Source: an optimization exercise on an open RTL-to-GDS flow (aim: small area, a short achievable clock period and few clock cycles). Production flows keep margins and buffers that such runs may drop. No functional check of the RTL was part of any run shown here. Power figures rest on the tool's default switching activity, not on a simulated workload.

## flow/design.v (module list and top-level ports; edited modules follow where they fit)
// module mvm_ctrl: 224 lines
// module mvm_cell: 29 lines
// module mvm_mac: 138 lines
// module mvm_mul_tree: 1685 lines
// module mvm_mul_fin: 276 lines
// module matrix_vector_multiply_top: 67 lines
module matrix_vector_multiply_top
(
    input  logic                 clk,
    input  logic                 rst_n,
    input  logic                 cfg_we,
    input  logic [CFG_IDX_W-1:0] cfg_index,
    input  logic [CFG_W-1:0]     cfg_data,
    input  logic                 in_valid,
    output logic                 in_ready,
    input  logic                 in_cmd,
    input  logic [VALUE_W-1:0]   in_value,
    output logic                 out_valid,
    input  logic                 out_ready,
    output logic [VALUE_W-1:0]   out_row_sum,
    output logic [ROW_W-1:0]     out_row_number,
    output logic                 out_last
);
  // ...
==> flow/run.sh <==
#!/bin/bash
# synth_recipe.tcl (not shown) runs the flow's synth.tcl, then flattens the netlist and writes it again
# the make line also repeats each setting of config.mk as NAME=value (left out here)
make -C /OpenROAD-flow-scripts/flow DESIGN_CONFIG=/design/flow/config.mk WORK_HOME=/design/flow/orfs CLKGATE_MAP_FILE= SYNTH_SCRIPT=/design/flow/synth_recipe.tcl finish
==> flow/config.mk <==
export PLATFORM = sky130hd
export DESIGN_NAME = matrix_vector_multiply_top
export DESIGN_NICKNAME = matrix_vector_multiply_top
export VERILOG_FILES = /design/flow/design.v
export SDC_FILE = /design/flow/constraint.sdc
export NUM_CORES = 4
export LEC_CHECK = 0
export CAP_MARGIN = 20
export CORE_MARGIN = 2
export CORE_UTILIZATION = 45
export PLACE_DENSITY = 0.6
export SETUP_SLACK_MARGIN = 5
export SLEW_MARGIN = 20
==> flow/constraint.sdc <==
create_clock -name core_clock -period 9.0 [get_ports {clk}]
set_input_delay 1.8000 -clock core_clock [delete_from_list [all_inputs] [get_ports {clk}]]
set_output_delay 1.8000 -clock core_clock [all_outputs]
set_load 0.01 [all_outputs]
==> summary.md, run 1 <==
| Metric | Value |
|---|---|
| Pwr Density | `roughly 310 nW/um^2` |
| Die Width | `around 470 um` |
| Top-area cell type share of the netlist area | `0.510` |
| Heaviest power group | `registers` |
| Critical path endpoint category | `register` |
| Sink Count | `2,641` |
| Synth Area in Compound Gates | `0.175` |
| Largest net degree at the start of global routing | `88` |
| Row Count | `171` |
| Ys Warns | `3` |
| Hold_ws | `around 0.3 ns` |
| Initial DRC Count | `a little over 8,000` |
| Switching share of power | `0.335` |
| R2R setup slack | `~5 ns` |
| Hold wc startpoint | `u_store.ring[1240]` |
| Critical-path top delay cell | `fa_1` |
| Status | `no timing/DRC/antenna violations` |
| Total GRT Usage | `0.304` |
| Non-clk bufs | `262` |
| Worst-margin pin slew | `about 1.2 ns` |
| Worst-path cell chain | `fa_1, ha_1, a211oi_2, nor2_1, o41ai_4, buf_4, a21oi_4, o211a_1, nor3_4, o211ai_1, a21o_2, a2111oi_2, a311o_1` |
| Routed wl met2 | `~160 mm` |
| Area of the multi-input gates | `around 40,000 sq um` |
| Post-Synth Adder-Cell Area | `0.119` |
| Tap cells | `2,854` |
| Commonest cells after routing, fill and taps aside | `dfxtp_1, a22oi_1, fa_1` |
| Comb. pwr | `9.69 mW` |
| Most Crowded Layer GR | `met2` |
| Post-synth EDFFs | `between 80 and 90` |
| Fin util | `0.512` |
| Leakage | `around 44 nW` |
| Vias post-DR | `70,461` |
| Clock Network Area Fraction | `0.0805` |
| Die Y | `471 um` |
| Mapped Cells | `8,291` |
| Final non-clock buffer share | `0.0204` |
| Cell with the most instances after synthesis | `dfxtp_1` |
==> module mvm_ctrl, before the edit <==
module mvm_ctrl
(
    input  logic                  clk,
    input  logic                  rst_n,
    input  logic                  cfg_we,
    input  logic [CFG_IDX_W-1:0]  cfg_index,
    input  logic [CFG_W-1:0]      cfg_data,
    input  logic                  in_valid,
    output logic                  in_ready,
    input  logic                  in_cmd,
    input  logic [VALUE_W-1:0]    in_value,
    input  logic                  res_taken,   
    output logic                  e_mat,       
    output logic [VALUE_W-1:0]    e_value,
    output logic [MAX_DIM-1:0]    e_hot,       
    output logic                  e_first,
    output logic                  e_emit,
    output logic                  wr_lo,
    output logic                  wr_hi,
    output logic [ROW_W-1:0]      res_row,
    output logic                  res_last
);
    logic [DIM_W-1:0] rows_reg, cols_reg;         
    logic [IDX_W-1:0] load_pos_reg, col_pos_reg, row_pos_reg;
    logic             l_over_reg, l_end_reg;      
    logic             k_over_reg, k_end_reg, k_first_reg;
    logic             w_over_reg, w_end_reg;
    logic             settle_reg;                 
    logic [IDX_W-1:0] phase_reg;
    logic             ready_reg;
    logic             pend_reg;                   
    logic             e_valid_reg, e_vec_reg;
    logic [VALUE_W-1:0] e_value_reg;
    logic [MAX_DIM-1:0] e_hot_reg;
    logic             e_first_reg, e_emit_reg;
    logic [ROW_W-1:0] res_row_reg;
    logic             res_last_reg;
    logic [DIM_W-1:0] cfg_eff;
    logic [IDX_W-1:0] l_idx, k_idx, w_idx;
    logic             accept, acc_vec, acc_mat;
    logic             c_one, r_one, l_end2, k_end2, w_end2;
    logic             f_l_over, f_l_end, f_k_over, f_k_end, f_k_first, f_w_over, f_w_end;
    logic             n_l_over, n_l_end, n_k_over, n_k_end, n_k_first, n_w_over, n_w_end;
    logic [IDX_W-1:0] load_pos_next, col_pos_next, row_pos_next;
    logic [IDX_W-1:0] place_vec, place_mat;
    logic [MAX_DIM-1:0] hot_vec, hot_mat, hot_hold;
    logic             wait_now, wait_keep, wait_next, pot_next, pend_next;
    assign cfg_eff = (cfg_data == '0) ? DIM_W'(1) : (cfg_data > 7'd64) ? DIM_W'(64) : cfg_data;
    always_ff @(posedge clk or negedge rst_n)
    begin
        if (!rst_n)
        begin
            rows_reg <= DIM_W'(DIM_RESET);
            cols_reg <= DIM_W'(DIM_RESET);
        end
        else if (cfg_we)
        begin
            if (cfg_index == REG_ROWS)
                rows_reg <= cfg_eff;
            else
                cols_reg <= cfg_eff;
        end
    end
    assign accept  = in_valid && ready_reg;
    assign acc_vec = accept && (in_cmd == CMD_VECTOR);
    assign acc_mat = accept && (in_cmd == CMD_MATRIX);
    assign l_idx   = l_over_reg ? '0 : load_pos_reg;
    assign k_idx   = k_over_reg ? '0 : col_pos_reg;
    assign w_idx   = w_over_reg ? '0 : row_pos_reg;
    always_comb
    begin
        load_pos_next = load_pos_reg;
        col_pos_next  = col_pos_reg;
        row_pos_next  = row_pos_reg;
        if (acc_vec)
        begin
            load_pos_next = l_end_reg ? '0 : l_idx + IDX_W'(1);
            col_pos_next  = '0;
            row_pos_next  = '0;
        end
        else if (acc_mat)
        begin
            load_pos_next = '0;
            col_pos_next  = k_end_reg ? '0 : k_idx + IDX_W'(1);
            row_pos_next  = !k_end_reg ? w_idx : w_end_reg ? '0 : w_idx + IDX_W'(1);
        end
    end
    always_comb
    begin
        f_l_over  = {1'b0, load_pos_reg} >= cols_reg;
        f_k_over  = {1'b0, col_pos_reg} >= cols_reg;
        f_w_over  = {1'b0, row_pos_reg} >= rows_reg;
        f_l_end   = f_l_over ? (cols_reg == DIM_W'(1)) : ({1'b0, load_pos_reg} + DIM_W'(1) >= cols_reg);
        f_k_end   = f_k_over ? (cols_reg == DIM_W'(1)) : ({1'b0, col_pos_reg} + DIM_W'(1) >= cols_reg);
        f_w_end   = f_w_over ? (rows_reg == DIM_W'(1)) : ({1'b0, row_pos_reg} + DIM_W'(1) >= rows_reg);
        f_k_first = f_k_over || (col_pos_reg == '0);
    end
    always_comb
    begin
        c_one  = (cols_reg == DIM_W'(1));
        r_one  = (rows_reg == DIM_W'(1));
        l_end2 = {1'b0, l_idx} + DIM_W'(2) >= cols_reg;
        k_end2 = {1'b0, k_idx} + DIM_W'(2) >= cols_reg;
        w_end2 = {1'b0, w_idx} + DIM_W'(2) >= rows_reg;
        n_l_over  = l_over_reg;
        n_l_end   = l_end_reg;
        n_k_over  = k_over_reg;
        n_k_end   = k_end_reg;
        n_k_first = k_first_reg;
        n_w_over  = w_over_reg;
        n_w_end   = w_end_reg;
        if (settle_reg)
        begin
            n_l_over  = f_l_over;
            n_l_end   = f_l_end;
            n_k_over  = f_k_over;
            n_k_end   = f_k_end;
            n_k_first = f_k_first;
            n_w_over  = f_w_over;
            n_w_end   = f_w_end;
        end
        else if (acc_vec)
        begin
            n_l_over  = 1'b0;
            n_l_end   = l_end_reg ? c_one : l_end2;
            n_k_over  = 1'b0;
            n_k_end   = c_one;
            n_k_first = 1'b1;
            n_w_over  = 1'b0;
            n_w_end   = r_one;
        end
        else if (acc_mat)
        begin
            n_l_over  = 1'b0;
            n_l_end   = c_one;
            n_k_over  = 1'b0;
            n_k_end   = k_end_reg ? c_one : k_end2;
            n_k_first = k_end_reg;
            n_w_over  = 1'b0;
            n_w_end   = !k_end_reg ? w_end_reg : w_end_reg ? r_one : w_end2;
        end
    end
    always_comb
    begin
        place_vec = l_idx - phase_reg - IDX_W'(1);
        place_mat = k_idx - phase_reg - IDX_W'(1);
        for (int i = 0; i < MAX_DIM; i++)
        begin
            hot_vec[i]  = (place_vec == IDX_W'(i));
            hot_mat[i]  = (place_mat == IDX_W'(i));
            hot_hold[i] = e_hot_reg[(i + 1) % MAX_DIM];
        end
    end
    assign wait_now  = e_valid_reg && e_vec_reg && !(e_hot_reg[0] || e_hot_reg[MAX_DIM/2]);
    assign wait_keep = wait_now && !(e_hot_reg[1] || e_hot_reg[MAX_DIM/2+1]);
    assign wait_next = acc_vec ? (place_vec[IDX_W-2:0] != '0) : (!accept && wait_keep);
    assign pot_next  = settle_reg || n_k_end;
    assign pend_next = (acc_mat && k_end_reg) || (pend_reg && !res_taken);
    always_ff @(posedge clk or negedge rst_n)
    begin
        if (!rst_n)
        begin
            load_pos_reg <= '0;
            col_pos_reg  <= '0;
            row_pos_reg  <= '0;
            l_over_reg   <= 1'b0;
            l_end_reg    <= 1'b0;
            k_over_reg   <= 1'b0;
            k_end_reg    <= 1'b0;
            k_first_reg  <= 1'b1;
            w_over_reg   <= 1'b0;
            w_end_reg    <= 1'b0;
            settle_reg   <= 1'b0;
            phase_reg    <= '0;
            ready_reg    <= 1'b0;
            pend_reg     <= 1'b0;
            e_valid_reg  <= 1'b0;
        end
        else
        begin
            load_pos_reg <= load_pos_next;
            col_pos_reg  <= col_pos_next;
            row_pos_reg  <= row_pos_next;
            l_over_reg   <= n_l_over;
            l_end_reg    <= n_l_end;
            k_over_reg   <= n_k_over;
            k_end_reg    <= n_k_end;
            k_first_reg  <= n_k_first;
            w_over_reg   <= n_w_over;
            w_end_reg    <= n_w_end;
            settle_reg   <= cfg_we;
            phase_reg    <= phase_reg + IDX_W'(1);
            ready_reg    <= !cfg_we && !wait_next && !(pot_next && pend_next);
            pend_reg     <= pend_next;
            e_valid_reg  <= accept || wait_now;
        end
    end
    always_ff @(posedge clk)
    begin
        if (accept)
        begin
            e_vec_reg   <= (in_cmd == CMD_VECTOR);
            e_value_reg <= in_value;
            e_first_reg <= k_first_reg;
            e_emit_reg  <= k_end_reg;
        end
        e_hot_reg <= !accept ? hot_hold : (in_cmd == CMD_VECTOR) ? hot_vec : hot_mat;
        if (acc_mat && k_end_reg)
        begin
            res_row_reg  <= w_idx;
            res_last_reg <= w_end_reg;
        end
    end
    assign in_ready = ready_reg;
    assign e_mat    = e_valid_reg && !e_vec_reg;
    assign e_value  = e_value_reg;
    assign e_hot    = e_hot_reg;
    assign e_first  = e_first_reg;
    assign e_emit   = e_emit_reg;
    assign wr_lo    = e_valid_reg && e_vec_reg && e_hot_reg[0];
    assign wr_hi    = e_valid_reg && e_vec_reg && e_hot_reg[MAX_DIM/2];
    assign res_row  = res_row_reg;
    assign res_last = res_last_reg;
endmodule
==> module mvm_cell, before the edit <==
module mvm_cell
(
    input  logic               clk,
    input  logic               wr_lo,      
    input  logic               wr_hi,      
    input  logic [VALUE_W-1:0] wr_data,
    input  logic [MAX_DIM-1:0] rd_hot,     
    output logic [VALUE_W-1:0] rd_data
);
    logic [MAX_DIM-1:0][VALUE_W-1:0] ring;
    always_ff @(posedge clk)
    begin
        for (int i = 0; i < MAX_DIM; i++)
        begin
            if (i == MAX_DIM - 1)
                ring[i] <= wr_lo ? wr_data : ring[0];
            else if (i == MAX_DIM / 2 - 1)
                ring[i] <= wr_hi ? wr_data : ring[i+1];
            else
                ring[i] <= ring[i+1];
        end
    end
    always_comb
    begin
        rd_data = '0;
        for (int i = 0; i < MAX_DIM; i++)
            rd_data = rd_data | (ring[i] & {VALUE_W{rd_hot[i]}});
    end
endmodule
==> module mvm_mac, before the edit <==
module mvm_mac
(
    input  logic                      clk,
    input  logic                      rst_n,
    input  logic                      e_mat,
    input  logic [VALUE_W-1:0]        e_value,
    input  logic [VALUE_W-1:0]        e_x,
    input  logic                      e_first,
    input  logic                      e_emit,
    input  logic [ROW_W-1:0]          res_row,
    input  logic                      res_last,
    output logic                      out_valid,
    input  logic                      out_ready,
    output logic [VALUE_W-1:0]        row_sum,
    output logic [ROW_W-1:0]          row_number,
    output logic                      last
);
    localparam int ND = VALUE_W / 2;      
    logic [VALUE_W-1:0]        op_a_reg;
    logic [ND-1:0]             op_one_reg, op_two_reg, op_neg_reg;
    logic                      op_first_reg, op_emit_reg;
    logic [2:0][PROD_W-1:0]    part_reg;
    logic                      part_first_reg, part_emit_reg;
    logic [PROD_W-1:0]         prod_reg;
    logic                      prod_emit_reg;
    logic [PROD_W-1:0]         acc_reg;           
    logic                      sat_pos_reg, sat_neg_reg;   
    logic                      keep_reg, max_reg, min_reg;  
    logic                      fin_emit_reg;
    logic                      out_valid_reg;
    logic [VALUE_W-1:0]        row_sum_reg, row_sum_next;
    logic [ROW_W-1:0]          row_number_reg;
    logic                      last_reg;
    logic [VALUE_W:0]          xb;
    logic [ND-1:0]             one, two, neg;
    logic [2:0][PROD_W-1:0]    part;
    logic [PROD_W-1:0]         fin0, fin1;
    logic [PROD_W-1:0]         acc_base;
    logic [PROD_W:0]           acc_wide;
    logic                      ovf_pos, ovf_neg;
    logic [PROD_W-FRAC_W-1:0]  acc_shift;
    always_comb
    begin
        xb = {e_x, 1'b0};
        for (int i = 0; i < ND; i++)
        begin
            one[i] = xb[2*i+1] ^ xb[2*i];
            two[i] = (xb[2*i+2] & ~xb[2*i+1] & ~xb[2*i]) | (~xb[2*i+2] & xb[2*i+1] & xb[2*i]);
            neg[i] = xb[2*i+2];
        end
    end
    mvm_mul_tree u_tree (
        .a   (op_a_reg),
        .one (op_one_reg),
        .two (op_two_reg),
        .neg (op_neg_reg),
        .r0  (part[0]),
        .r1  (part[1]),
        .r2  (part[2])
    );
    mvm_mul_fin u_fin (
        .r0 (part_reg[0]),
        .r1 (part_reg[1]),
        .r2 (part_reg[2]),
        .s0 (fin0),
        .s1 (fin1)
    );
    always_ff @(posedge clk or negedge rst_n)
    begin
        if (!rst_n)
        begin
            op_emit_reg   <= 1'b0;
            part_emit_reg <= 1'b0;
            prod_emit_reg <= 1'b0;
            fin_emit_reg  <= 1'b0;
            out_valid_reg <= 1'b0;
        end
        else
        begin
            op_emit_reg   <= e_mat && e_emit;
            part_emit_reg <= op_emit_reg;
            prod_emit_reg <= part_emit_reg;
            fin_emit_reg  <= prod_emit_reg;
            out_valid_reg <= fin_emit_reg || (out_valid_reg && !out_ready);
        end
    end
    always_comb
    begin
        for (int i = 0; i < PROD_W; i++)
            acc_base[i] = (keep_reg && acc_reg[i]) || ((i == PROD_W - 1) ? min_reg : max_reg);
        acc_wide = {acc_base[PROD_W-1], acc_base} + {prod_reg[PROD_W-1], prod_reg};
        ovf_pos  = !acc_wide[PROD_W] && acc_wide[PROD_W-1];
        ovf_neg  = acc_wide[PROD_W] && !acc_wide[PROD_W-1];
    end
    always_ff @(posedge clk)
    begin
        op_a_reg       <= e_mat ? e_value : '0;
        op_one_reg     <= one;
        op_two_reg     <= two;
        op_neg_reg     <= neg;
        op_first_reg   <= e_mat && e_first;
        part_reg       <= part;
        part_first_reg <= op_first_reg;
        prod_reg       <= fin0 + fin1;
        acc_reg        <= acc_wide[PROD_W-1:0];
        sat_pos_reg    <= ovf_pos;
        sat_neg_reg    <= ovf_neg;
        keep_reg       <= !part_first_reg && !ovf_pos && !ovf_neg;
        max_reg        <= !part_first_reg && ovf_pos;
        min_reg        <= !part_first_reg && ovf_neg;
    end
    always_comb
    begin
        acc_shift = acc_reg[PROD_W-1:FRAC_W];
        if (sat_pos_reg)
            row_sum_next = {1'b0, {(VALUE_W-1){1'b1}}};
        else if (sat_neg_reg)
            row_sum_next = {1'b1, {(VALUE_W-1){1'b0}}};
        else if (acc_shift[PROD_W-FRAC_W-1:VALUE_W-1] == '0 || acc_shift[PROD_W-FRAC_W-1:VALUE_W-1] == '1)
            row_sum_next = acc_shift[VALUE_W-1:0];
        else
            row_sum_next = acc_shift[PROD_W-FRAC_W-1] ? {1'b1, {(VALUE_W-1){1'b0}}}
                                                      : {1'b0, {(VALUE_W-1){1'b1}}};
    end
    always_ff @(posedge clk)
    begin
        if (fin_emit_reg)
        begin
            row_sum_reg    <= row_sum_next;
            row_number_reg <= res_row;
            last_reg       <= res_last;
        end
    end
    assign out_valid  = out_valid_reg;
    assign row_sum    = row_sum_reg;
    assign row_number = row_number_reg;
    assign last       = last_reg;
endmodule
==> module matrix_vector_multiply_top, before the edit <==
module matrix_vector_multiply_top
(
    input  logic                 clk,
    input  logic                 rst_n,
    input  logic                 cfg_we,
    input  logic [CFG_IDX_W-1:0] cfg_index,
    input  logic [CFG_W-1:0]     cfg_data,
    input  logic                 in_valid,
    output logic                 in_ready,
    input  logic                 in_cmd,
    input  logic [VALUE_W-1:0]   in_value,
    output logic                 out_valid,
    input  logic                 out_ready,
    output logic [VALUE_W-1:0]   out_row_sum,
    output logic [ROW_W-1:0]     out_row_number,
    output logic                 out_last
);
    logic               e_mat, e_first, e_emit, wr_lo, wr_hi, res_last;
    logic [VALUE_W-1:0] e_value, e_x;
    logic [MAX_DIM-1:0] e_hot;
    logic [ROW_W-1:0]   res_row;
    mvm_ctrl u_ctrl (
        .clk       (clk),
        .rst_n     (rst_n),
        .cfg_we    (cfg_we),
        .cfg_index (cfg_index),
        .cfg_data  (cfg_data),
        .in_valid  (in_valid),
        .in_ready  (in_ready),
        .in_cmd    (in_cmd),
        .in_value  (in_value),
        .res_taken (out_valid && out_ready),
        .e_mat     (e_mat),
        .e_value   (e_value),
        .e_hot     (e_hot),
        .e_first   (e_first),
        .e_emit    (e_emit),
        .wr_lo     (wr_lo),
        .wr_hi     (wr_hi),
        .res_row   (res_row),
        .res_last  (res_last)
    );
    mvm_cell u_store (
        .clk     (clk),
        .wr_lo   (wr_lo),
        .wr_hi   (wr_hi),
        .wr_data (e_value),
        .rd_hot  (e_hot),
        .rd_data (e_x)
    );
    mvm_mac u_mac (
        .clk        (clk),
        .rst_n      (rst_n),
        .e_mat      (e_mat),
        .e_value    (e_value),
        .e_x        (e_x),
        .e_first    (e_first),
        .e_emit     (e_emit),
        .res_row    (res_row),
        .res_last   (res_last),
        .out_valid  (out_valid),
        .out_ready  (out_ready),
        .row_sum    (out_row_sum),
        .row_number (out_row_number),
        .last       (out_last)
    );
endmodule
==> run 2: changes to the inputs <==
--- a/flow/design.v
+++ b/flow/design.v
@@ -30,5 +30,5 @@
     output logic                  e_mat,       
     output logic [VALUE_W-1:0]    e_value,
-    output logic [MAX_DIM-1:0]    e_hot,       
+    output logic [IDX_W-1:0]      e_place,     
     output logic                  e_first,
     output logic                  e_emit,
@@ -38,140 +38,88 @@
     output logic                  res_last
 );
-    logic [DIM_W-1:0] rows_reg, cols_reg;         
+    logic [CFG_W-1:0] rows_reg, cols_reg;
     logic [IDX_W-1:0] load_pos_reg, col_pos_reg, row_pos_reg;
-    logic             l_over_reg, l_end_reg;      
-    logic             k_over_reg, k_end_reg, k_first_reg;
-    logic             w_over_reg, w_end_reg;
-    logic             settle_reg;                 
     logic [IDX_W-1:0] phase_reg;
     logic             ready_reg;
-    logic             pend_reg;                   
+    logic             pend_reg;      
     logic             e_valid_reg, e_vec_reg;
     logic [VALUE_W-1:0] e_value_reg;
-    logic [MAX_DIM-1:0] e_hot_reg;
+    logic [IDX_W-1:0] e_place_reg;
     logic             e_first_reg, e_emit_reg;
     logic [ROW_W-1:0] res_row_reg;
     logic             res_last_reg;
-    logic [DIM_W-1:0] cfg_eff;
-    logic [IDX_W-1:0] l_idx, k_idx, w_idx;
-    logic             accept, acc_vec, acc_mat;
-    logic             c_one, r_one, l_end2, k_end2, w_end2;
-    logic             f_l_over, f_l_end, f_k_over, f_k_end, f_k_first, f_w_over, f_w_end;
-    logic             n_l_over, n_l_end, n_k_over, n_k_end, n_k_first, n_w_over, n_w_end;
+    logic [DIM_W-1:0] rows_eff, cols_eff;
+    logic [IDX_W-1:0] load_idx, col_idx, row_idx;
+    logic [DIM_W-1:0] load_inc, col_inc, row_inc;
+    logic             accept, row_done, final_row;
+    logic             cols_one, pot_same, pot_after;
     logic [IDX_W-1:0] load_pos_next, col_pos_next, row_pos_next;
     logic [IDX_W-1:0] place_vec, place_mat;
-    logic [MAX_DIM-1:0] hot_vec, hot_mat, hot_hold;
     logic             wait_now, wait_keep, wait_next, pot_next, pend_next;
-    assign cfg_eff = (cfg_data == '0) ? DIM_W'(1) : (cfg_data > 7'd64) ? DIM_W'(64) : cfg_data;
+    always_comb
+    begin
+        rows_eff = (rows_reg == '0) ? DIM_W'(1) : (rows_reg > 7'd64) ? DIM_W'(64) : rows_reg;
+        cols_eff = (cols_reg == '0) ? DIM_W'(1) : (cols_reg > 7'd64) ? DIM_W'(64) : cols_reg;
+    end
     always_ff @(posedge clk or negedge rst_n)
     begin
         if (!rst_n)
         begin
-            rows_reg <= DIM_W'(DIM_RESET);
-            cols_reg <= DIM_W'(DIM_RESET);
+            rows_reg <= DIM_RESET;
+            cols_reg <= DIM_RESET;
         end
         else if (cfg_we)
         begin
             if (cfg_index == REG_ROWS)
-                rows_reg <= cfg_eff;
+                rows_reg <= cfg_data;
             else
-                cols_reg <= cfg_eff;
-        end
-    end
-    assign accept  = in_valid && ready_reg;
-    assign acc_vec = accept && (in_cmd == CMD_VECTOR);
-    assign acc_mat = accept && (in_cmd == CMD_MATRIX);
-    assign l_idx   = l_over_reg ? '0 : load_pos_reg;
-    assign k_idx   = k_over_reg ? '0 : col_pos_reg;
-    assign w_idx   = w_over_reg ? '0 : row_pos_reg;
-    always_comb
-    begin
-        load_pos_next = load_pos_reg;
-        col_pos_next  = col_pos_reg;
-        row_pos_next  = row_pos_reg;
-        if (acc_vec)
-        begin
-            load_pos_next = l_end_reg ? '0 : l_idx + IDX_W'(1);
-            col_pos_next  = '0;
-            row_pos_next  = '0;
-        end
-        else if (acc_mat)
-        begin
-            load_pos_next = '0;
-            col_pos_next  = k_end_reg ? '0 : k_idx + IDX_W'(1);
-            row_pos_next  = !k_end_reg ? w_idx : w_end_reg ? '0 : w_idx + IDX_W'(1);
+                cols_reg <= cfg_data;
         end
     end
     always_comb
     begin
-        f_l_over  = {1'b0, load_pos_reg} >= cols_reg;
-        f_k_over  = {1'b0, col_pos_reg} >= cols_reg;
-        f_w_over  = {1'b0, row_pos_reg} >= rows_reg;
-        f_l_end   = f_l_over ? (cols_reg == DIM_W'(1)) : ({1'b0, load_pos_reg} + DIM_W'(1) >= cols_reg);
-        f_k_end   = f_k_over ? (cols_reg == DIM_W'(1)) : ({1'b0, col_pos_reg} + DIM_W'(1) >= cols_reg);
-        f_w_end   = f_w_over ? (rows_reg == DIM_W'(1)) : ({1'b0, row_pos_reg} + DIM_W'(1) >= rows_reg);
-        f_k_first = f_k_over || (col_pos_reg == '0);
+        accept    = in_valid && ready_reg;
+        load_idx  = ({1'b0, load_pos_reg} >= cols_eff) ? '0 : load_pos_reg;
+        col_idx   = ({1'b0, col_pos_reg} >= cols_eff) ? '0 : col_pos_reg;
+        row_idx   = ({1'b0, row_pos_reg} >= rows_eff) ? '0 : row_pos_reg;
+        load_inc  = {1'b0, load_idx} + DIM_W'(1);
+        col_inc   = {1'b0, col_idx} + DIM_W'(1);
+        row_inc   = {1'b0, row_idx} + DIM_W'(1);
+        row_done  = col_inc >= cols_eff;
+        final_row = row_inc >= rows_eff;
     end
     always_comb
     begin
-        c_one  = (cols_reg == DIM_W'(1));
-        r_one  = (rows_reg == DIM_W'(1));
-        l_end2 = {1'b0, l_idx} + DIM_W'(2) >= cols_reg;
-        k_end2 = {1'b0, k_idx} + DIM_W'(2) >= cols_reg;
-        w_end2 = {1'b0, w_idx} + DIM_W'(2) >= rows_reg;
-        n_l_over  = l_over_reg;
-        n_l_end   = l_end_reg;
-        n_k_over  = k_over_reg;
-        n_k_end   = k_end_reg;
-        n_k_first = k_first_reg;
-        n_w_over  = w_over_reg;
-        n_w_end   = w_end_reg;
-        if (settle_reg)
-        begin
-            n_l_over  = f_l_over;
-            n_l_end   = f_l_end;
-            n_k_over  = f_k_over;
-            n_k_end   = f_k_end;
-            n_k_first = f_k_first;
-            n_w_over  = f_w_over;
-            n_w_end   = f_w_end;
-        end
-        else if (acc_vec)
-        begin
-            n_l_over  = 1'b0;
-            n_l_end   = l_end_reg ? c_one : l_end2;
-            n_k_over  = 1'b0;
-            n_k_end   = c_one;
-            n_k_first = 1'b1;
-            n_w_over  = 1'b0;
-            n_w_end   = r_one;
-        end
-        else if (acc_mat)
-        begin
-            n_l_over  = 1'b0;
-            n_l_end   = c_one;
-            n_k_over  = 1'b0;
-            n_k_end   = k_end_reg ? c_one : k_end2;
-            n_k_first = k_end_reg;
-            n_w_over  = 1'b0;
-            n_w_end   = !k_end_reg ? w_end_reg : w_end_reg ? r_one : w_end2;
-        end
-    end
-    always_comb
-    begin
-        place_vec = l_idx - phase_reg - IDX_W'(1);
-        place_mat = k_idx - phase_reg - IDX_W'(1);
-        for (int i = 0; i < MAX_DIM; i++)
+        load_pos_next = load_pos_reg;
+        col_pos_next  = col_pos_reg;
+        row_pos_next  = row_pos_reg;
+        if (accept)
         begin
-            hot_vec[i]  = (place_vec == IDX_W'(i));
-            hot_mat[i]  = (place_mat == IDX_W'(i));
-            hot_hold[i] = e_hot_reg[(i + 1) % MAX_DIM];
+            if (in_cmd == CMD_VECTOR)
+            begin
+                load_pos_next = (load_inc >= cols_eff) ? '0 : load_inc[IDX_W-1:0];
+                col_pos_next  = '0;
+                row_pos_next  = '0;
+            end
+            else
+            begin
+                load_pos_next = '0;
+                col_pos_next  = row_done ? '0 : col_inc[IDX_W-1:0];
+                row_pos_next  = !row_done ? row_idx : final_row ? '0 : row_inc[IDX_W-1:0];
+            end
         end
     end
-    assign wait_now  = e_valid_reg && e_vec_reg && !(e_hot_reg[0] || e_hot_reg[MAX_DIM/2]);
-    assign wait_keep = wait_now && !(e_hot_reg[1] || e_hot_reg[MAX_DIM/2+1]);
-    assign wait_next = acc_vec ? (place_vec[IDX_W-2:0] != '0) : (!accept && wait_keep);
-    assign pot_next  = settle_reg || n_k_end;
-    assign pend_next = (acc_mat && k_end_reg) || (pend_reg && !res_taken);
+    assign place_vec = load_idx - phase_reg - IDX_W'(1);
+    assign place_mat = col_idx - phase_reg - IDX_W'(1);
+    assign wait_now  = e_valid_reg && e_vec_reg && (e_place_reg[IDX_W-2:0] != '0);
+    assign wait_keep = wait_now && (e_place_reg[IDX_W-2:0] != (IDX_W-1)'(1));
+    assign wait_next = accept ? ((in_cmd == CMD_VECTOR) && (place_vec[IDX_W-2:0] != '0))
+                              : wait_keep;
+    assign cols_one  = (cols_eff == DIM_W'(1));
+    assign pot_same  = row_done;                           
+    assign pot_after = row_done ? cols_one : (col_inc + DIM_W'(1) >= cols_eff);
+    assign pot_next  = cfg_we || (accept ? ((in_cmd == CMD_VECTOR) ? cols_one : pot_after)
+                                         : pot_same);
+    assign pend_next = (accept && in_cmd == CMD_MATRIX && row_done) || (pend_reg && !res_taken);
     always_ff @(posedge clk or negedge rst_n)
     begin
@@ -181,12 +129,4 @@
             col_pos_reg  <= '0;
             row_pos_reg  <= '0;
-            l_over_reg   <= 1'b0;
-            l_end_reg    <= 1'b0;
-            k_over_reg   <= 1'b0;
-            k_end_reg    <= 1'b0;
-            k_first_reg  <= 1'b1;
-            w_over_reg   <= 1'b0;
-            w_end_reg    <= 1'b0;
-            settle_reg   <= 1'b0;
             phase_reg    <= '0;
             ready_reg    <= 1'b0;
@@ -199,14 +139,6 @@
             col_pos_reg  <= col_pos_next;
             row_pos_reg  <= row_pos_next;
-            l_over_reg   <= n_l_over;
-            l_end_reg    <= n_l_end;
-            k_over_reg   <= n_k_over;
-            k_end_reg    <= n_k_end;
-            k_first_reg  <= n_k_first;
-            w_over_reg   <= n_w_over;
-            w_end_reg    <= n_w_end;
-            settle_reg   <= cfg_we;
             phase_reg    <= phase_reg + IDX_W'(1);
-            ready_reg    <= !cfg_we && !wait_next && !(pot_next && pend_next);
+            ready_reg    <= !wait_next && !(pot_next && pend_next);
             pend_reg     <= pend_next;
             e_valid_reg  <= accept || wait_now;
@@ -219,12 +151,13 @@
             e_vec_reg   <= (in_cmd == CMD_VECTOR);
             e_value_reg <= in_value;
-            e_first_reg <= k_first_reg;
-            e_emit_reg  <= k_end_reg;
+            e_first_reg <= (col_idx == '0);
+            e_emit_reg  <= row_done;
         end
-        e_hot_reg <= !accept ? hot_hold : (in_cmd == CMD_VECTOR) ? hot_vec : hot_mat;
-        if (acc_mat && k_end_reg)
+        e_place_reg <= accept ? ((in_cmd == CMD_VECTOR) ? place_vec : place_mat)
+                              : e_place_reg - IDX_W'(1);
+        if (accept && in_cmd == CMD_MATRIX && row_done)
         begin
-            res_row_reg  <= w_idx;
-            res_last_reg <= w_end_reg;
+            res_row_reg  <= row_idx;
+            res_last_reg <= final_row;
         end
     end
@@ -232,9 +165,9 @@
     assign e_mat    = e_valid_reg && !e_vec_reg;
     assign e_value  = e_value_reg;
-    assign e_hot    = e_hot_reg;
+    assign e_place  = e_place_reg;
     assign e_first  = e_first_reg;
     assign e_emit   = e_emit_reg;
-    assign wr_lo    = e_valid_reg && e_vec_reg && e_hot_reg[0];
-    assign wr_hi    = e_valid_reg && e_vec_reg && e_hot_reg[MAX_DIM/2];
+    assign wr_lo    = e_valid_reg && e_vec_reg && (e_place_reg == '0);
+    assign wr_hi    = e_valid_reg && e_vec_reg && (e_place_reg == IDX_W'(MAX_DIM / 2));
     assign res_row  = res_row_reg;
     assign res_last = res_last_reg;
@@ -247,8 +180,9 @@
     input  logic               wr_hi,      
     input  logic [VALUE_W-1:0] wr_data,
-    input  logic [MAX_DIM-1:0] rd_hot,     
+    input  logic [IDX_W-1:0]   rd_sel,     
     output logic [VALUE_W-1:0] rd_data
 );
     logic [MAX_DIM-1:0][VALUE_W-1:0] ring;
+    logic [MAX_DIM-1:0]              rd_hot;
     always_ff @(posedge clk)
     begin
@@ -265,4 +199,6 @@
     always_comb
     begin
+        for (int i = 0; i < MAX_DIM; i++)
+            rd_hot[i] = (rd_sel == IDX_W'(i));
         rd_data = '0;
         for (int i = 0; i < MAX_DIM; i++)
@@ -293,11 +229,6 @@
     logic                      op_first_reg, op_emit_reg;
     logic [2:0][PROD_W-1:0]    part_reg;
-    logic                      part_first_reg, part_emit_reg;
-    logic [PROD_W-1:0]         prod_reg;
-    logic                      prod_emit_reg;
-    logic [PROD_W-1:0]         acc_reg;           
-    logic                      sat_pos_reg, sat_neg_reg;   
-    logic                      keep_reg, max_reg, min_reg;  
-    logic                      fin_emit_reg;
+    logic                      part_first_reg, part_emit_reg, part_sign_reg;
+    logic [PROD_W-1:0]         acc_reg, acc_next;
     logic                      out_valid_reg;
     logic [VALUE_W-1:0]        row_sum_reg, row_sum_next;
@@ -307,9 +238,6 @@
     logic [ND-1:0]             one, two, neg;
     logic [2:0][PROD_W-1:0]    part;
-    logic [PROD_W-1:0]         fin0, fin1;
-    logic [PROD_W-1:0]         acc_base;
-    logic [PROD_W:0]           acc_wide;
-    logic                      ovf_pos, ovf_neg;
-    logic [PROD_W-FRAC_W-1:0]  acc_shift;
+    logic [PROD_W-1:0]         acc_base, sum0, sum1, sum;
+    logic                      ovf, neg_sat;
     always_comb
     begin
@@ -331,11 +259,4 @@
         .r2  (part[2])
     );
-    mvm_mul_fin u_fin (
-        .r0 (part_reg[0]),
-        .r1 (part_reg[1]),
-        .r2 (part_reg[2]),
-        .s0 (fin0),
-        .s1 (fin1)
-    );
     always_ff @(posedge clk or negedge rst_n)
     begin
@@ -344,6 +265,4 @@
             op_emit_reg   <= 1'b0;
             part_emit_reg <= 1'b0;
-            prod_emit_reg <= 1'b0;
-            fin_emit_reg  <= 1'b0;
             out_valid_reg <= 1'b0;
         end
@@ -352,17 +271,7 @@
             op_emit_reg   <= e_mat && e_emit;
             part_emit_reg <= op_emit_reg;
-            prod_emit_reg <= part_emit_reg;
-            fin_emit_reg  <= prod_emit_reg;
-            out_valid_reg <= fin_emit_reg || (out_valid_reg && !out_ready);
+            out_valid_reg <= part_emit_reg || (out_valid_reg && !out_ready);
         end
     end
-    always_comb
-    begin
-        for (int i = 0; i < PROD_W; i++)
-            acc_base[i] = (keep_reg && acc_reg[i]) || ((i == PROD_W - 1) ? min_reg : max_reg);
-        acc_wide = {acc_base[PROD_W-1], acc_base} + {prod_reg[PROD_W-1], prod_reg};
-        ovf_pos  = !acc_wide[PROD_W] && acc_wide[PROD_W-1];
-        ovf_neg  = acc_wide[PROD_W] && !acc_wide[PROD_W-1];
-    end
     always_ff @(posedge clk)
     begin
@@ -374,28 +283,35 @@
         part_reg       <= part;
         part_first_reg <= op_first_reg;
-        prod_reg       <= fin0 + fin1;
-        acc_reg        <= acc_wide[PROD_W-1:0];
-        sat_pos_reg    <= ovf_pos;
-        sat_neg_reg    <= ovf_neg;
-        keep_reg       <= !part_first_reg && !ovf_pos && !ovf_neg;
-        max_reg        <= !part_first_reg && ovf_pos;
-        min_reg        <= !part_first_reg && ovf_neg;
+        part_sign_reg  <= op_a_reg[VALUE_W-1] ^ op_neg_reg[ND-1];
+        acc_reg        <= acc_next;
     end
+    assign acc_base = part_first_reg ? '0 : acc_reg;
+    mvm_acc_tree u_acc (
+        .r0   (part_reg[0]),
+        .r1   (part_reg[1]),
+        .r2   (part_reg[2]),
+        .base (acc_base),
+        .s0   (sum0),
+        .s1   (sum1)
+    );
     always_comb
     begin
-        acc_shift = acc_reg[PROD_W-1:FRAC_W];
-        if (sat_pos_reg)
-            row_sum_next = {1'b0, {(VALUE_W-1){1'b1}}};
-        else if (sat_neg_reg)
-            row_sum_next = {1'b1, {(VALUE_W-1){1'b0}}};
-        else if (acc_shift[PROD_W-FRAC_W-1:VALUE_W-1] == '0 || acc_shift[PROD_W-FRAC_W-1:VALUE_W-1] == '1)
-            row_sum_next = acc_shift[VALUE_W-1:0];
+        sum     = sum0 + sum1;
+        ovf     = (acc_base[PROD_W-1] == part_sign_reg) && (sum[PROD_W-1] != acc_base[PROD_W-1]);
+        neg_sat = acc_base[PROD_W-1];
+        if (ovf)
+            acc_next = neg_sat ? {1'b1, {(PROD_W-1){1'b0}}} : {1'b0, {(PROD_W-1){1'b1}}};
+        else
+            acc_next = sum;
+        if (ovf)
+            row_sum_next = neg_sat ? {1'b1, {(VALUE_W-1){1'b0}}} : {1'b0, {(VALUE_W-1){1'b1}}};
+        else if (sum[PROD_W-1:VALUE_W+FRAC_W-1] == '0 || sum[PROD_W-1:VALUE_W+FRAC_W-1] == '1)
+            row_sum_next = sum[VALUE_W+FRAC_W-1:FRAC_W];
         else
-            row_sum_next = acc_shift[PROD_W-FRAC_W-1] ? {1'b1, {(VALUE_W-1){1'b0}}}
-                                                      : {1'b0, {(VALUE_W-1){1'b1}}};
+            row_sum_next = sum[PROD_W-1] ? {1'b1, {(VALUE_W-1){1'b0}}} : {1'b0, {(VALUE_W-1){1'b1}}};
     end
     always_ff @(posedge clk)
     begin
-        if (fin_emit_reg)
+        if (part_emit_reg)
         begin
             row_sum_reg    <= row_sum_next;
@@ -2094,9 +2010,10 @@
     assign r2[63] = 1'b0;
 endmodule
-module mvm_mul_fin
+module mvm_acc_tree
 (
     input  logic [63:0] r0,
     input  logic [63:0] r1,
     input  logic [63:0] r2,
+    input  logic [63:0] base,
     output logic [63:0] s0,
     output logic [63:0] s1
@@ -2112,5 +2029,16 @@
     logic q_97, q_98, q_99, q_100, q_101, q_102, q_103, q_104, q_105, q_106, q_107, q_108;
     logic q_109, q_110, q_111, q_112, q_113, q_114, q_115, q_116, q_117, q_118, q_119, q_120;
-    logic q_121, q_122, q_123, q_124, q_125, q_126, q_127, q_128;
+    logic q_121, q_122, q_123, q_124, q_125, q_126, q_127, q_128, q_129, q_130, q_131, q_132;
+    logic q_133, q_134, q_135, q_136, q_137, q_138, q_139, q_140, q_141, q_142, q_143, q_144;
+    logic q_145, q_146, q_147, q_148, q_149, q_150, q_151, q_152, q_153, q_154, q_155, q_156;
+    logic q_157, q_158, q_159, q_160, q_161, q_162, q_163, q_164, q_165, q_166, q_167, q_168;
+    logic q_169, q_170, q_171, q_172, q_173, q_174, q_175, q_176, q_177, q_178, q_179, q_180;
+    logic q_181, q_182, q_183, q_184, q_185, q_186, q_187, q_188, q_189, q_190, q_191, q_192;
+    logic q_193, q_194, q_195, q_196, q_197, q_198, q_199, q_200, q_201, q_202, q_203, q_204;
+    logic q_205, q_206, q_207, q_208, q_209, q_210, q_211, q_212, q_213, q_214, q_215, q_216;
+    logic q_217, q_218, q_219, q_220, q_221, q_222, q_223, q_224, q_225, q_226, q_227, q_228;
+    logic q_229, q_230, q_231, q_232, q_233, q_234, q_235, q_236, q_237, q_238, q_239, q_240;
+    logic q_241, q_242, q_243, q_244, q_245, q_246, q_247, q_248, q_249, q_250, q_251, q_252;
+    logic q_253, q_254, q_255, q_256;
     assign q_1 = r0[0] ^ r1[0];
     assign q_2 = r0[0] & r1[0];
@@ -2241,132 +2169,260 @@
     assign q_127 = r0[63] ^ r1[63] ^ r2[63];
     assign q_128 = (r0[63] & r1[63]) | (r0[63] & r2[63]) | (r1[63] & r2[63]);
-    assign s0[0] = q_1;
-    assign s0[1] = q_2;
-    assign s0[2] = q_4;
-    assign s0[3] = q_6;
-    assign s0[4] = q_8;
-    assign s0[5] = q_10;
-    assign s0[6] = q_12;
-    assign s0[7] = q_14;
-    assign s0[8] = q_16;
-    assign s0[9] = q_18;
-    assign s0[10] = q_20;
-    assign s0[11] = q_22;
-    assign s0[12] = q_24;
-    assign s0[13] = q_26;
-    assign s0[14] = q_28;
-    assign s0[15] = q_30;
-    assign s0[16] = q_32;
-    assign s0[17] = q_34;
-    assign s0[18] = q_36;
-    assign s0[19] = q_38;
-    assign s0[20] = q_40;
-    assign s0[21] = q_42;
-    assign s0[22] = q_44;
-    assign s0[23] = q_46;
-    assign s0[24] = q_48;
-    assign s0[25] = q_50;
-    assign s0[26] = q_52;
-    assign s0[27] = q_54;
-    assign s0[28] = q_56;
-    assign s0[29] = q_58;
-    assign s0[30] = q_60;
-    assign s0[31] = q_62;
-    assign s0[32] = q_64;
-    assign s0[33] = q_66;
-    assign s0[34] = q_68;
-    assign s0[35] = q_70;
-    assign s0[36] = q_72;
-    assign s0[37] = q_74;
-    assign s0[38] = q_76;
-    assign s0[39] = q_78;
-    assign s0[40] = q_80;
-    assign s0[41] = q_82;
-    assign s0[42] = q_84;
-    assign s0[43] = q_86;
-    assign s0[44] = q_88;
-    assign s0[45] = q_90;
-    assign s0[46] = q_92;
-    assign s0[47] = q_94;
-    assign s0[48] = q_96;
-    assign s0[49] = q_98;
-    assign s0[50] = q_100;
-    assign s0[51] = q_102;
-    assign s0[52] = q_104;
-    assign s0[53] = q_106;
-    assign s0[54] = q_108;
-    assign s0[55] = q_110;
-    assign s0[56] = q_112;
-    assign s0[57] = q_114;
-    assign s0[58] = q_116;
-    assign s0[59] = q_118;
-    assign s0[60] = q_120;
-    assign s0[61] = q_122;
-    assign s0[62] = q_124;
-    assign s0[63] = q_126;
-    assign s1[0] = r2[0];
-    assign s1[1] = q_3;
-    assign s1[2] = q_5;
-    assign s1[3] = q_7;
-    assign s1[4] = q_9;
-    assign s1[5] = q_11;
-    assign s1[6] = q_13;
-    assign s1[7] = q_15;
-    assign s1[8] = q_17;
-    assign s1[9] = q_19;
-    assign s1[10] = q_21;
-    assign s1[11] = q_23;
-    assign s1[12] = q_25;
-    assign s1[13] = q_27;
-    assign s1[14] = q_29;
-    assign s1[15] = q_31;
-    assign s1[16] = q_33;
-    assign s1[17] = q_35;
-    assign s1[18] = q_37;
-    assign s1[19] = q_39;
-    assign s1[20] = q_41;
-    assign s1[21] = q_43;
-    assign s1[22] = q_45;
-    assign s1[23] = q_47;
-    assign s1[24] = q_49;
-    assign s1[25] = q_51;
-    assign s1[26] = q_53;
-    assign s1[27] = q_55;
-    assign s1[28] = q_57;
-    assign s1[29] = q_59;
-    assign s1[30] = q_61;
-    assign s1[31] = q_63;
-    assign s1[32] = q_65;
-    assign s1[33] = q_67;
-    assign s1[34] = q_69;
-    assign s1[35] = q_71;
-    assign s1[36] = q_73;
-    assign s1[37] = q_75;
-    assign s1[38] = q_77;
-    assign s1[39] = q_79;
-    assign s1[40] = q_81;
-    assign s1[41] = q_83;
-    assign s1[42] = q_85;
-    assign s1[43] = q_87;
-    assign s1[44] = q_89;
-    assign s1[45] = q_91;
-    assign s1[46] = q_93;
-    assign s1[47] = q_95;
-    assign s1[48] = q_97;
-    assign s1[49] = q_99;
-    assign s1[50] = q_101;
-    assign s1[51] = q_103;
-    assign s1[52] = q_105;
-    assign s1[53] = q_107;
-    assign s1[54] = q_109;
-    assign s1[55] = q_111;
-    assign s1[56] = q_113;
-    assign s1[57] = q_115;
-    assign s1[58] = q_117;
-    assign s1[59] = q_119;
-    assign s1[60] = q_121;
-    assign s1[61] = q_123;
-    assign s1[62] = q_125;
-    assign s1[63] = q_127;
+    assign q_129 = q_1 ^ r2[0];
+    assign q_130 = q_1 & r2[0];
+    assign q_131 = q_2 ^ q_3 ^ base[1];
+    assign q_132 = (q_2 & q_3) | (q_2 & base[1]) | (q_3 & base[1]);
+    assign q_133 = q_4 ^ q_5 ^ base[2];
+    assign q_134 = (q_4 & q_5) | (q_4 & base[2]) | (q_5 & base[2]);
+    assign q_135 = q_6 ^ q_7 ^ base[3];
+    assign q_136 = (q_6 & q_7) | (q_6 & base[3]) | (q_7 & base[3]);
+    assign q_137 = q_8 ^ q_9 ^ base[4];
+    assign q_138 = (q_8 & q_9) | (q_8 & base[4]) | (q_9 & base[4]);
+    assign q_139 = q_10 ^ q_11 ^ base[5];
+    assign q_140 = (q_10 & q_11) | (q_10 & base[5]) | (q_11 & base[5]);
+    assign q_141 = q_12 ^ q_13 ^ base[6];
+    assign q_142 = (q_12 & q_13) | (q_12 & base[6]) | (q_13 & base[6]);
+    assign q_143 = q_14 ^ q_15 ^ base[7];
+    assign q_144 = (q_14 & q_15) | (q_14 & base[7]) | (q_15 & base[7]);
+    assign q_145 = q_16 ^ q_17 ^ base[8];
+    assign q_146 = (q_16 & q_17) | (q_16 & base[8]) | (q_17 & base[8]);
+    assign q_147 = q_18 ^ q_19 ^ base[9];
+    assign q_148 = (q_18 & q_19) | (q_18 & base[9]) | (q_19 & base[9]);
+    assign q_149 = q_20 ^ q_21 ^ base[10];
+    assign q_150 = (q_20 & q_21) | (q_20 & base[10]) | (q_21 & base[10]);
+    assign q_151 = q_22 ^ q_23 ^ base[11];
+    assign q_152 = (q_22 & q_23) | (q_22 & base[11]) | (q_23 & base[11]);
+    assign q_153 = q_24 ^ q_25 ^ base[12];
+    assign q_154 = (q_24 & q_25) | (q_24 & base[12]) | (q_25 & base[12]);
+    assign q_155 = q_26 ^ q_27 ^ base[13];
+    assign q_156 = (q_26 & q_27) | (q_26 & base[13]) | (q_27 & base[13]);
+    assign q_157 = q_28 ^ q_29 ^ base[14];
+    assign q_158 = (q_28 & q_29) | (q_28 & base[14]) | (q_29 & base[14]);
+    assign q_159 = q_30 ^ q_31 ^ base[15];
+    assign q_160 = (q_30 & q_31) | (q_30 & base[15]) | (q_31 & base[15]);
+    assign q_161 = q_32 ^ q_33 ^ base[16];
+    assign q_162 = (q_32 & q_33) | (q_32 & base[16]) | (q_33 & base[16]);
+    assign q_163 = q_34 ^ q_35 ^ base[17];
+    assign q_164 = (q_34 & q_35) | (q_34 & base[17]) | (q_35 & base[17]);
+    assign q_165 = q_36 ^ q_37 ^ base[18];
+    assign q_166 = (q_36 & q_37) | (q_36 & base[18]) | (q_37 & base[18]);
+    assign q_167 = q_38 ^ q_39 ^ base[19];
+    assign q_168 = (q_38 & q_39) | (q_38 & base[19]) | (q_39 & base[19]);
+    assign q_169 = q_40 ^ q_41 ^ base[20];
+    assign q_170 = (q_40 & q_41) | (q_40 & base[20]) | (q_41 & base[20]);
+    assign q_171 = q_42 ^ q_43 ^ base[21];
+    assign q_172 = (q_42 & q_43) | (q_42 & base[21]) | (q_43 & base[21]);
+    assign q_173 = q_44 ^ q_45 ^ base[22];
+    assign q_174 = (q_44 & q_45) | (q_44 & base[22]) | (q_45 & base[22]);
+    assign q_175 = q_46 ^ q_47 ^ base[23];
+    assign q_176 = (q_46 & q_47) | (q_46 & base[23]) | (q_47 & base[23]);
+    assign q_177 = q_48 ^ q_49 ^ base[24];
+    assign q_178 = (q_48 & q_49) | (q_48 & base[24]) | (q_49 & base[24]);
+    assign q_179 = q_50 ^ q_51 ^ base[25];
+    assign q_180 = (q_50 & q_51) | (q_50 & base[25]) | (q_51 & base[25]);
+    assign q_181 = q_52 ^ q_53 ^ base[26];
+    assign q_182 = (q_52 & q_53) | (q_52 & base[26]) | (q_53 & base[26]);
+    assign q_183 = q_54 ^ q_55 ^ base[27];
+    assign q_184 = (q_54 & q_55) | (q_54 & base[27]) | (q_55 & base[27]);
+    assign q_185 = q_56 ^ q_57 ^ base[28];
+    assign q_186 = (q_56 & q_57) | (q_56 & base[28]) | (q_57 & base[28]);
+    assign q_187 = q_58 ^ q_59 ^ base[29];
+    assign q_188 = (q_58 & q_59) | (q_58 & base[29]) | (q_59 & base[29]);
+    assign q_189 = q_60 ^ q_61 ^ base[30];
+    assign q_190 = (q_60 & q_61) | (q_60 & base[30]) | (q_61 & base[30]);
+    assign q_191 = q_62 ^ q_63 ^ base[31];
+    assign q_192 = (q_62 & q_63) | (q_62 & base[31]) | (q_63 & base[31]);
+    assign q_193 = q_64 ^ q_65 ^ base[32];
+    assign q_194 = (q_64 & q_65) | (q_64 & base[32]) | (q_65 & base[32]);
+    assign q_195 = q_66 ^ q_67 ^ base[33];
+    assign q_196 = (q_66 & q_67) | (q_66 & base[33]) | (q_67 & base[33]);
+    assign q_197 = q_68 ^ q_69 ^ base[34];
+    assign q_198 = (q_68 & q_69) | (q_68 & base[34]) | (q_69 & base[34]);
+    assign q_199 = q_70 ^ q_71 ^ base[35];
+    assign q_200 = (q_70 & q_71) | (q_70 & base[35]) | (q_71 & base[35]);
+    assign q_201 = q_72 ^ q_73 ^ base[36];
+    assign q_202 = (q_72 & q_73) | (q_72 & base[36]) | (q_73 & base[36]);
+    assign q_203 = q_74 ^ q_75 ^ base[37];
+    assign q_204 = (q_74 & q_75) | (q_74 & base[37]) | (q_75 & base[37]);
+    assign q_205 = q_76 ^ q_77 ^ base[38];
+    assign q_206 = (q_76 & q_77) | (q_76 & base[38]) | (q_77 & base[38]);
+    assign q_207 = q_78 ^ q_79 ^ base[39];
+    assign q_208 = (q_78 & q_79) | (q_78 & base[39]) | (q_79 & base[39]);
+    assign q_209 = q_80 ^ q_81 ^ base[40];
+    assign q_210 = (q_80 & q_81) | (q_80 & base[40]) | (q_81 & base[40]);
+    assign q_211 = q_82 ^ q_83 ^ base[41];
+    assign q_212 = (q_82 & q_83) | (q_82 & base[41]) | (q_83 & base[41]);
+    assign q_213 = q_84 ^ q_85 ^ base[42];
+    assign q_214 = (q_84 & q_85) | (q_84 & base[42]) | (q_85 & base[42]);
+    assign q_215 = q_86 ^ q_87 ^ base[43];
+    assign q_216 = (q_86 & q_87) | (q_86 & base[43]) | (q_87 & base[43]);
+    assign q_217 = q_88 ^ q_89 ^ base[44];
+    assign q_218 = (q_88 & q_89) | (q_88 & base[44]) | (q_89 & base[44]);
+    assign q_219 = q_90 ^ q_91 ^ base[45];
+    assign q_220 = (q_90 & q_91) | (q_90 & base[45]) | (q_91 & base[45]);
+    assign q_221 = q_92 ^ q_93 ^ base[46];
+    assign q_222 = (q_92 & q_93) | (q_92 & base[46]) | (q_93 & base[46]);
+    assign q_223 = q_94 ^ q_95 ^ base[47];
+    assign q_224 = (q_94 & q_95) | (q_94 & base[47]) | (q_95 & base[47]);
+    assign q_225 = q_96 ^ q_97 ^ base[48];
+    assign q_226 = (q_96 & q_97) | (q_96 & base[48]) | (q_97 & base[48]);
+    assign q_227 = q_98 ^ q_99 ^ base[49];
+    assign q_228 = (q_98 & q_99) | (q_98 & base[49]) | (q_99 & base[49]);
+    assign q_229 = q_100 ^ q_101 ^ base[50];
+    assign q_230 = (q_100 & q_101) | (q_100 & base[50]) | (q_101 & base[50]);
+    assign q_231 = q_102 ^ q_103 ^ base[51];
+    assign q_232 = (q_102 & q_103) | (q_102 & base[51]) | (q_103 & base[51]);
+    assign q_233 = q_104 ^ q_105 ^ base[52];
+    assign q_234 = (q_104 & q_105) | (q_104 & base[52]) | (q_105 & base[52]);
+    assign q_235 = q_106 ^ q_107 ^ base[53];
+    assign q_236 = (q_106 & q_107) | (q_106 & base[53]) | (q_107 & base[53]);
+    assign q_237 = q_108 ^ q_109 ^ base[54];
+    assign q_238 = (q_108 & q_109) | (q_108 & base[54]) | (q_109 & base[54]);
+    assign q_239 = q_110 ^ q_111 ^ base[55];
+    assign q_240 = (q_110 & q_111) | (q_110 & base[55]) | (q_111 & base[55]);
+    assign q_241 = q_112 ^ q_113 ^ base[56];
+    assign q_242 = (q_112 & q_113) | (q_112 & base[56]) | (q_113 & base[56]);
+    assign q_243 = q_114 ^ q_115 ^ base[57];
+    assign q_244 = (q_114 & q_115) | (q_114 & base[57]) | (q_115 & base[57]);
+    assign q_245 = q_116 ^ q_117 ^ base[58];
+    assign q_246 = (q_116 & q_117) | (q_116 & base[58]) | (q_117 & base[58]);
+    assign q_247 = q_118 ^ q_119 ^ base[59];
+    assign q_248 = (q_118 & q_119) | (q_118 & base[59]) | (q_119 & base[59]);
+    assign q_249 = q_120 ^ q_121 ^ base[60];
+    assign q_250 = (q_120 & q_121) | (q_120 & base[60]) | (q_121 & base[60]);
+    assign q_251 = q_122 ^ q_123 ^ base[61];
+    assign q_252 = (q_122 & q_123) | (q_122 & base[61]) | (q_123 & base[61]);
+    assign q_253 = q_124 ^ q_125 ^ base[62];
+    assign q_254 = (q_124 & q_125) | (q_124 & base[62]) | (q_125 & base[62]);
+    assign q_255 = q_126 ^ q_127 ^ base[63];
+    assign q_256 = (q_126 & q_127) | (q_126 & base[63]) | (q_127 & base[63]);
+    assign s0[0] = q_129;
+    assign s0[1] = q_130;
+    assign s0[2] = q_132;
+    assign s0[3] = q_134;
+    assign s0[4] = q_136;
+    assign s0[5] = q_138;
+    assign s0[6] = q_140;
+    assign s0[7] = q_142;
+    assign s0[8] = q_144;
+    assign s0[9] = q_146;
+    assign s0[10] = q_148;
+    assign s0[11] = q_150;
+    assign s0[12] = q_152;
+    assign s0[13] = q_154;
+    assign s0[14] = q_156;
+    assign s0[15] = q_158;
+    assign s0[16] = q_160;
+    assign s0[17] = q_162;
+    assign s0[18] = q_164;
+    assign s0[19] = q_166;
+    assign s0[20] = q_168;
+    assign s0[21] = q_170;
+    assign s0[22] = q_172;
+    assign s0[23] = q_174;
+    assign s0[24] = q_176;
+    assign s0[25] = q_178;
+    assign s0[26] = q_180;
+    assign s0[27] = q_182;
+    assign s0[28] = q_184;
+    assign s0[29] = q_186;
+    assign s0[30] = q_188;
+    assign s0[31] = q_190;
+    assign s0[32] = q_192;
+    assign s0[33] = q_194;
+    assign s0[34] = q_196;
+    assign s0[35] = q_198;
+    assign s0[36] = q_200;
+    assign s0[37] = q_202;
+    assign s0[38] = q_204;
+    assign s0[39] = q_206;
+    assign s0[40] = q_208;
+    assign s0[41] = q_210;
+    assign s0[42] = q_212;
+    assign s0[43] = q_214;
+    assign s0[44] = q_216;
+    assign s0[45] = q_218;
+    assign s0[46] = q_220;
+    assign s0[47] = q_222;
+    assign s0[48] = q_224;
+    assign s0[49] = q_226;
+    assign s0[50] = q_228;
+    assign s0[51] = q_230;
+    assign s0[52] = q_232;
+    assign s0[53] = q_234;
+    assign s0[54] = q_236;
+    assign s0[55] = q_238;
+    assign s0[56] = q_240;
+    assign s0[57] = q_242;
+    assign s0[58] = q_244;
+    assign s0[59] = q_246;
+    assign s0[60] = q_248;
+    assign s0[61] = q_250;
+    assign s0[62] = q_252;
+    assign s0[63] = q_254;
+    assign s1[0] = base[0];
+    assign s1[1] = q_131;
+    assign s1[2] = q_133;
+    assign s1[3] = q_135;
+    assign s1[4] = q_137;
+    assign s1[5] = q_139;
+    assign s1[6] = q_141;
+    assign s1[7] = q_143;
+    assign s1[8] = q_145;
+    assign s1[9] = q_147;
+    assign s1[10] = q_149;
+    assign s1[11] = q_151;
+    assign s1[12] = q_153;
+    assign s1[13] = q_155;
+    assign s1[14] = q_157;
+    assign s1[15] = q_159;
+    assign s1[16] = q_161;
+    assign s1[17] = q_163;
+    assign s1[18] = q_165;
+    assign s1[19] = q_167;
+    assign s1[20] = q_169;
+    assign s1[21] = q_171;
+    assign s1[22] = q_173;
+    assign s1[23] = q_175;
+    assign s1[24] = q_177;
+    assign s1[25] = q_179;
+    assign s1[26] = q_181;
+    assign s1[27] = q_183;
+    assign s1[28] = q_185;
+    assign s1[29] = q_187;
+    assign s1[30] = q_189;
+    assign s1[31] = q_191;
+    assign s1[32] = q_193;
+    assign s1[33] = q_195;
+    assign s1[34] = q_197;
+    assign s1[35] = q_199;
+    assign s1[36] = q_201;
+    assign s1[37] = q_203;
+    assign s1[38] = q_205;
+    assign s1[39] = q_207;
+    assign s1[40] = q_209;
+    assign s1[41] = q_211;
+    assign s1[42] = q_213;
+    assign s1[43] = q_215;
+    assign s1[44] = q_217;
+    assign s1[45] = q_219;
+    assign s1[46] = q_221;
+    assign s1[47] = q_223;
+    assign s1[48] = q_225;
+    assign s1[49] = q_227;
+    assign s1[50] = q_229;
+    assign s1[51] = q_231;
+    assign s1[52] = q_233;
+    assign s1[53] = q_235;
+    assign s1[54] = q_237;
+    assign s1[55] = q_239;
+    assign s1[56] = q_241;
+    assign s1[57] = q_243;
+    assign s1[58] = q_245;
+    assign s1[59] = q_247;
+    assign s1[60] = q_249;
+    assign s1[61] = q_251;
+    assign s1[62] = q_253;
+    assign s1[63] = q_255;
 endmodule
 import mvm_pkg::*;
@@ -2390,5 +2446,5 @@
     logic               e_mat, e_first, e_emit, wr_lo, wr_hi, res_last;
     logic [VALUE_W-1:0] e_value, e_x;
-    logic [MAX_DIM-1:0] e_hot;
+    logic [IDX_W-1:0]   e_place;
     logic [ROW_W-1:0]   res_row;
     mvm_ctrl u_ctrl (
@@ -2405,5 +2461,5 @@
         .e_mat     (e_mat),
         .e_value   (e_value),
-        .e_hot     (e_hot),
+        .e_place   (e_place),
         .e_first   (e_first),
         .e_emit    (e_emit),
@@ -2418,5 +2474,5 @@
         .wr_hi   (wr_hi),
         .wr_data (e_value),
-        .rd_hot  (e_hot),
+        .rd_sel  (e_place),
         .rd_data (e_x)
     );
==> summary.md, run 2 <==
| Metric | Value |
|---|---|
| Num CTS Buffers | `235 (was 276)` |
| Switching share of power | `0.357 (was 0.335)` |
| Worst-Skew Late Latency | `0.94 ns (was 0.95 ns)` |
| Worst-margin pin slew | `1.14 ns (was 1.17 ns)` |
| Max Fclk | `0.199 GHz (was 0.254 GHz)` |
| Leakage | `42.0 nW (was 44.1 nW)` |
| Initial DRC Count | `10,087 (was 8,145)` |
| Slowest Stage Delay on Critical Path | `0.58 ns (was 0.49 ns)` |
| Sink Count | `2,505 (was 2,641)` |
| Ys async rst share | `0.0176 (was 0.0204)` |
| Critical-path top delay cell | `fa_1 (unchanged)` |
| Sw power | `12.4 mW (was 11.6 mW)` |
| Post-synth EDFFs | `81 (unchanged)` |
| Worst EP required | `9.71 ns (was 9.84 ns)` |
| Post-Route WL | `356 mm (was 349 mm)` |
| CP Launch Type | `register (unchanged)` |
| Vias in the first global route | `68,835 (was 71,706)` |
| Clk slew on worst S/H paths | `0.06 ns (about the same)` |
| Critical path endpoint category | `register (unchanged)` |
| Layout area overhead | `17.5% (was 13.2%)` |
| Largest net degree at the start of global routing | `45 (was 88)` |
| Die Y | `459 um (was 471 um)` |
| Top cell by count, worst path | `fa_1` |
| Vias post-DR | `68,304 (was 70,461)` |
| Crit path DAT | `5.75 ns (was 4.78 ns)` |
| Setup violations, final | `0 (unchanged)` |
| Gate power share | `0.343 (was 0.279)` |
| TritonRoute pass-1 iters | `7 (was 8)` |
| Cell with the most instances after synthesis | `dfxtp_1 (unchanged)` |
| Row Count | `166 (was 171)` |
| WP buf/inv | `2 (was 1)` |
| Fin crit period | `5.04 ns (was 3.94 ns)` |
| Total GRT Usage | `0.328 (was 0.304)` |
| Syn_area_per_cell | `12.0 sq um (was 11.9 sq um)` |
| GP Congestion | `0.956 (was 0.910)` |
| Clock Path Buffers | `3 (was 4)` |
| Vias per inst | `6.36 (was 6.23)` |
| H-tree depth | `4 (was 5)` |
| Kind of critical path | `reg2reg (unchanged)` |
| Wirelength per Cell | `33.1 um (was 30.9 um)` |
| Relative slew margins | `0.238 (was 0.218)` |
| Layout net count | `8,548 (was 8,985)` |
| Max FO, Critical Path | `8 (unchanged)` |
| Status | `no timing/DRC/antenna violations (unchanged)` |
| Internal power | `22.4 mW (was 23.1 mW)` |
| Pwr Density | `318 nW/um^2 (was 312 nW/um^2)` |
| Die Width | `459 um (was 471 um)` |
| Worst-path cell chain | `fa_1, fa_1, ha_4, nand4_1, or4_4, or2_0, a211o_1, a2111oi_4, nor3_2, or2_1, or3_4, nor4_4, a41oi_4, buf_12, buf_16, o21ai_2 (was fa_1, ha_1, a211oi_2, nor2_1, o41ai_4, buf_4, a21oi_4, o211a_1, nor3_4, o211ai_1, a21o_2, a2111oi_2, a311o_1)` |
| Mapped Cells | `7,732 (was 8,291)` |
| Part of the power in registers | `0.350 (was 0.393)` |
| RSZ-0062 raised after global routing | `yes (unchanged)` |
| Maximum VDD drop | `418 uV (was 192 uV)` |
| Hold Vio Cnt, Final | `0 (unchanged)` |
| Crit path max-delay family | `simple AND/OR/NAND/NOR gates (was compound AO/OA/AOI/OAI gates)` |
| Starting Density | `0.454 (was 0.453)` |
| GRT overflow | `0 (unchanged)` |
| Sequential area share after synthesis | `0.550 (was 0.549)` |
| TritonCTS clock tree | `built (unchanged)` |
| Clk root buf | `clkbuf_16 (unchanged)` |
| Die area | `211,000 sq um (was 222,000 sq um)` |
| Clock share of power | `0.307 (was 0.328)` |
| Slew Limit Fails | `0 (unchanged)` |
| Total power | `34.8 mW (was 34.7 mW)` |
| Commonest non-fill, non-tap cell in the layout | `dfxtp_1 (unchanged)` |
| Antenna violations before repair | `13 (was 12)` |
| Ys Warns | `3 (unchanged)` |
| Commonest cells after routing, fill and taps aside | `dfxtp_1, a22oi_1, fa_1 (unchanged)` |
| Setup_tns | `0 ns (unchanged)` |
| Syn nets | `8,444 (was 9,019)` |
| Cell Area, Synth | `93,100 sq um (was 98,300 sq um)` |
| Top-area cell type share of the netlist area | `0.512 (was 0.510)` |
## run 2: worst register-to-register path, stage by stage, from the launching register on
cell	delay, ns
dfxtp_1	0.32
fa_1	0.58
fa_1	0.47
ha_4	0.32
nand4_1	0.14
or4_4	0.46
or2_0	0.22
a211o_1	0.37
a2111oi_4	0.38
nor3_2	0.09
or2_1	0.25
or3_4	0.36
nor4_4	0.21
a41oi_4	0.23
buf_12	0.20
buf_16	0.15
o21ai_2	0.14
## run 2: metrics by stage
stage | utilization | hold WS (ns) | area, sq um | std cells | setup WS [ns]
detailed placement | 0.474 | 0.334 | 97300 | 10147 | 3.09
floorplan | - | 0.310 | 93300 | 7732 | 4.45
global route | 0.533 | 0.250 | 109000 | 10731 | 3.83
finish | 0.533 | 0.244 | 109000 | 10737 | 3.96
CTS | 0.527 | 0.251 | 108000 | 10693 | 4.06
global placement | 0.474 | 0.333 | 97300 | 10147 | 3.05
## run 2: final timing paths
path	start	endpoint	slack [ns]	cells past startpoint
worst max register to register	u_mac.part_reg[30]	u_mac.row_sum_reg[18]	3.96	16
worst min register to register	u_store.ring[444]	u_store.ring[412]	0.24	0
min in group asynchronous	rst_n	u_ctrl.row_pos_reg[5]	0.95	1
max in group asynchronous	rst_n	u_ctrl.cols_reg[6]	7.56	1
worst max-delay path	u_mac.part_reg[30]	u_mac.row_sum_reg[18]	3.96	16
worst min-delay path	u_store.ring[444]	u_store.ring[412]	0.24	0
## run 2: cells by family after synthesis
family                     Yosys count  share of synthesized area
AOI/OAI and AO/OA                 1896                      0.156
buffers and inverters              934                     0.0384
adders and majority gates          666                      0.128
xor gates and xnor gates           631                     0.0594
muxes                              126                     0.0147
and+or+nand+nor                    974                     0.0531
DFF                               2505                      0.550
## run 2: area by class of cell
cell class / count / area [sq um]
Fill cell: 17200 / 95800
Timing Repair Buffer: 404 / 4030
Multi-Input combinational cell: 4296 / 40800
Antenna cell: 9 / 22.5
Inverter: 394 / 1500
Tap cell: 2688 / 3360
Clock buffer: 340 / 6930
Sequential cell: 2505 / 51300
Clock inverter: 101 / 1560
## run 2: metal layers
| layer | vias up | wire length (um) | global-route usage |
|---|---|---|---|
| met3 | 1133 | 40300 | 0.0777 |
| met5 | - | 140 | 0 |
| met1 | 34483 | 142000 | 0.444 |
| li1 | 27765 | - | - |
| met2 | 4909 | 153000 | 0.490 |
| met4 | 14 | 20000 | 0.167 |
## run 2: repair_timing
item / 4_1_cts / 5_1_grt
cloned: 13 / 3
hold buffers: 0 / 0
buffers inserted: 92 / 32
pin swaps: 98 / 96
gates resized for setup: 283 / 217
endpoints found under the hold margin: 0 / 0
setup endpoints to repair: 205 / 173
## run 2: power groups by stage
stage               registers (mW)  logic (mW)  clock network, mW
floorplan                     12.1        5.45                  0
global placement              12.4        8.35                  0
detailed placement            12.4        8.32                  0
CTS                           12.2        10.6               10.7
global route                  12.2        12.5               11.2
finish                        12.2        11.9               10.7

==> what the ideal ports hide <==
Ports are ideal in the flow. The routed layouts listed here were re-timed in OpenROAD.
Step 1 assumes that a clkbuf_16 drives the clock port and a buf_2 every other input.
Step 2 times the ports against the registers' clock, not the clock port: input delays grow and output delays shrink by t, the midpoint of the rising clock arrivals with the driver on.
Three values: no drivers, after step 1, after step 2; two values: the first two.
| run | t (ns) | setup WS [ns] | slew at the worst register clock pin (ns) | worst slew at a driven data input, ns | pins driven straight from the clock port |
|---|---|---|---|---|---|
| run 1 | 0.998 | 5.056 / 5.056 / 4.694 | 0.07 / 0.07 | 0.06 | 1 |
| run 2 | 0.967 | 3.963 / 3.963 / 3.963 | 0.09 / 0.09 | 0.09 | 1 |
After both steps every run listed still meets setup and hold. For run 1, which loses most, drivers alone change the setup slack by 0.000 ns; drivers and shift together by -0.362 ns.
